This design comes from an exercise in tuning for small area, a short achievable clock period and few clock cycles per item on the open sky130 flow, not from production work. The RTL was checked by simulation tests, not by an equivalence proof against the original design. Power figures rest on the tool's default switching activity, not on a simulated workload.

==> run a: inputs <==
// block_matmul_top
module block_matmul_top (
    input  logic                clk_i,
    input  logic                rstn_i,
    input  logic                start_i,
    input  logic                north_wr_en_i,
    input  mesh_pkg::data_t     north_wr_data_i,
    input  logic                north_wr_reset_i,
    input  logic                west_wr_en_i,
    input  mesh_pkg::data_t     west_wr_data_i,
    input  logic                west_wr_reset_i,
    input  mesh_pkg::mem_addr_t result_addr_i,
    output logic                north_empty_o,
    output logic                west_empty_o,
    output logic                alloc_done_o,
    output logic                mult_done_o,
    output mesh_pkg::data_t     result_data_o
);
export LEC_CHECK = 0
export CAP_MARGIN = 20
export CORE_MARGIN = 2
export CORE_UTILIZATION = 55
export CTS_CLUSTER_DIAMETER = 100
export CTS_CLUSTER_SIZE = 20
export SLEW_MARGIN = 20
create_clock -name core_clock -period 11.0 [get_ports {clk_i}]
standard.sh (not shown) runs the stock make flow with config.mk's settings and CLKGATE_MAP_FILE= SYNTH_SCRIPT=/design/flow/synth_recipe.tcl, a recipe that flattens the netlist after the stock synthesis.
==> flow/flow/run.sh <==
#!/bin/bash
set -o pipefail
export SETUP_SLACK_MARGIN=7.2
bash standard.sh MATCH_CELL_FOOTPRINT=0 "BUFFER_PORTS_ARGS=-buffer_cell sky130_fd_sc_hd__buf_4" finish > standard.log 2>&1
==> inputs of run b, as changes to run a <==
CTS_CLUSTER_DIAMETER = not set   (was 100)
CTS_CLUSTER_SIZE = not set   (was 20)
==> run notes <==
quantity                                                                          run a                run b
Outcome                                                                  finished clean       finished clean
Iter 0 DRT Violations                                                             14200                14000
Setup fix buffers added after clock tree synthesis                                  130                  127
Power in sequential cells                                                       14.1 mW              14.2 mW
Switching portion of total power                                                  46.9%                45.2%
H-tree lvl count                                                                      4                    5
Clock buffer count in the final layout                                              290                  435
Tot GR Track Use                                                                  35.7%                35.9%
Count of buffers not belonging to the clock network in the layout                   617                  587
Global-route wire length before repair                                           728 mm               733 mm
Final critical-path share of the clock period                                     35.6%                35.1%
Net total in the final layout                                                     12900                13000
Capture instance of the worst register-to-register path            u_result.accin_q[63]  u_result.acc_q[447]
Flip-flop and latch share of the layout cell area                                 47.0%                45.7%
Post-Layout Inst Area                                                        168000 µm²           173000 µm²
Clock tree cell share of total cell area                                          3.11%                6.07%
Number of gates resized after CTS                                                   394                  384
FF-to-FF setup slack                                                            7.08 ns              7.13 ns
Area share of buffers outside the clock network                                   4.04%                3.71%
Power consumed by the clock network                                             6.90 mW              10.8 mW
Number of antenna diodes                                                             22                   23
Testbench counts of run a, summed over its fixed seeds: cycles 1,536, items 64.
Testbench counts of run b, summed over its fixed seeds: cycles 1,536, items 64.


==> inputs of v37 <==
Starting RTL as in the previous note.
export LEC_CHECK = 0
export CAP_MARGIN = 20
export CORE_MARGIN = 2
export CORE_UTILIZATION = 55
export CTS_CLUSTER_DIAMETER = 100
export CTS_CLUSTER_SIZE = 20
export SLEW_MARGIN = 20
create_clock -name core_clock -period 11.0 [get_ports {clk_i}]
==> flow/flow/run.sh <==
#!/bin/bash
set -o pipefail
export SETUP_SLACK_MARGIN=7.3
bash standard.sh MATCH_CELL_FOOTPRINT=0 "BUFFER_PORTS_ARGS=-buffer_cell sky130_fd_sc_hd__buf_4" finish > standard.log 2>&1
==> inputs of v23, as changes to v37 <==
==> flow/flow/run.sh (replaced) <==
#!/bin/bash
set -o pipefail
export SETUP_SLACK_MARGIN=7.2
bash standard.sh MATCH_CELL_FOOTPRINT=0 "BUFFER_PORTS_ARGS=-buffer_cell sky130_fd_sc_hd__buf_4" finish > standard.log 2>&1
--- a/flow/config.mk
+++ b/flow/config.mk
@@ -8,6 +8,4 @@
 export CAP_MARGIN = 20
 export CORE_MARGIN = 2
-export CORE_UTILIZATION = 55
-export CTS_CLUSTER_DIAMETER = 100
-export CTS_CLUSTER_SIZE = 20
+export CORE_UTILIZATION = 62
 export SLEW_MARGIN = 20
==> inputs of v24, as changes to v37 <==
==> flow/flow/run.sh (replaced) <==
#!/bin/bash
set -o pipefail
export SETUP_SLACK_MARGIN=6.9
bash standard.sh MATCH_CELL_FOOTPRINT=0 "BUFFER_PORTS_ARGS=-buffer_cell sky130_fd_sc_hd__buf_4" finish > standard.log 2>&1
--- a/flow/config.mk
+++ b/flow/config.mk
@@ -8,6 +8,5 @@
 export CAP_MARGIN = 20
 export CORE_MARGIN = 2
-export CORE_UTILIZATION = 55
-export CTS_CLUSTER_DIAMETER = 100
-export CTS_CLUSTER_SIZE = 20
+export CORE_UTILIZATION = 50
+export CTS_CLUSTER_SIZE = 30
 export SLEW_MARGIN = 20
==> metrics.md <==
| Metric | Value |
|---|---|
| PwrDens | `327 nW/um2` |
| Initial antenna violation count | `14` |
| Area of the multi-input gates | `65,700 um2` |
| Met1 global-route usage | `40.3%` |
| Die area | `311,000 um2` |
| Leakage power | `0.0626 uW` |
| First-pass GRT wire length | `704 mm` |
| WHS Endpoint | `r_q[289]` |
| M1 WL | `184 mm` |
| Outcome | `finished clean` |
| Pin count of the biggest net entering global routing | `158` |
| Tightest Pin Transition | `1.25 ns` |
| Layout cells sized above 1 | `14.3%` |
| Comb power frac | `55.4%` |
| ANT cells | `5` |
| Critical path, cell by cell | `buf_6, nand3_4, buf_12, buf_4, o21a_1, nor2_1` |
| # nets final | `12,800` |
| Worst setup margin | `6.87 ns` |
| WL met2 | `223 mm` |
| P_sw | `24,600 uW` |
-- figures above: v24

==> metrics.md <==
| Metric | Value |
|---|---|
| Outcome | `finished clean` |
| Leakage power | `0.0640 uW` |
| WHS Endpoint | `row2_q[0]` |
| Worst setup margin | `7.13 ns` |
| Pin count of the biggest net entering global routing | `178` |
| WL met2 | `228 mm` |
| Met1 global-route usage | `52.7%` |
| Layout cells sized above 1 | `17.1%` |
| Area of the multi-input gates | `66,400 um2` |
| Die area | `251,000 um2` |
| M1 WL | `183 mm` |
| First-pass GRT wire length | `729 mm` |
| Tightest Pin Transition | `1.25 ns` |
| # nets final | `13,000` |
| PwrDens | `343 nW/um2` |
-- figures above: v23

==> metrics.md <==
| Metric | Value |
|---|---|
| Layout cells sized above 1 | `16.9%` |
| Die area | `283,000 um2` |
| Outcome | `finished clean` |
| P_sw | `26,700 uW` |
| ANT cells | `26` |
| Area of the multi-input gates | `67,000 um2` |
| Tightest Pin Transition | `1.23 ns` |
| M1 WL | `191 mm` |
| # nets final | `12,900` |
| Critical path, cell by cell | `clkinvlp_4, o22ai_1, xnor2_1, fa_1, inv_1, fa_1, fa_1, inv_1, fa_1, inv_1, fa_1` |
| WL met2 | `235 mm` |
| Pin count of the biggest net entering global routing | `166` |
| First-pass GRT wire length | `738 mm` |
-- figures above: v37

Testbench counts of v37, summed over its fixed seeds: cycles 1,536, items 64.
Testbench counts of v23, summed over its fixed seeds: cycles 1,536, items 64.
Testbench counts of v24, summed over its fixed seeds: cycles 1,536, items 64.

-- what the ideal ports hide --
No port has a modelled driver above. Below, the same layouts with a new extraction and two added sets of constraints.
Step 1 sets driving cells, clkbuf_16 on the clock port and buf_2 on the other inputs (assumed; they add their load-dependent delay and slew).
Step 2 adds t to the input delays and takes it off the output delays; t is the mean of the earliest and latest rising clock arrival at the registers after step 1. Input paths then give back, and output paths get back, about the clock's delay inside the block.
a / b / c = ideal ports / drivers / drivers and shift; a / b = the first two.
| run | t (ns) | slack for setup (ns) | worst setup path at the end |
|---|---|---|---|
| run a | 1.003 | 7.083 / 7.083 / 6.399 | input to register |
| run b | 1.026 | 7.134 / 7.134 / 6.423 | input to register |
| v37 | 0.992 | 7.212 / 7.141 / 6.380 | input to register |
| v23 | 1.056 | 7.127 / 7.041 / 6.343 | input to register |
| v24 | 1.021 | 6.874 / 6.874 / 6.152 | input to register |
After both steps setup and hold are still met in every run listed. For v37, which loses most, drivers alone change the setup slack by -0.071 ns; drivers and shift together by -0.832 ns.
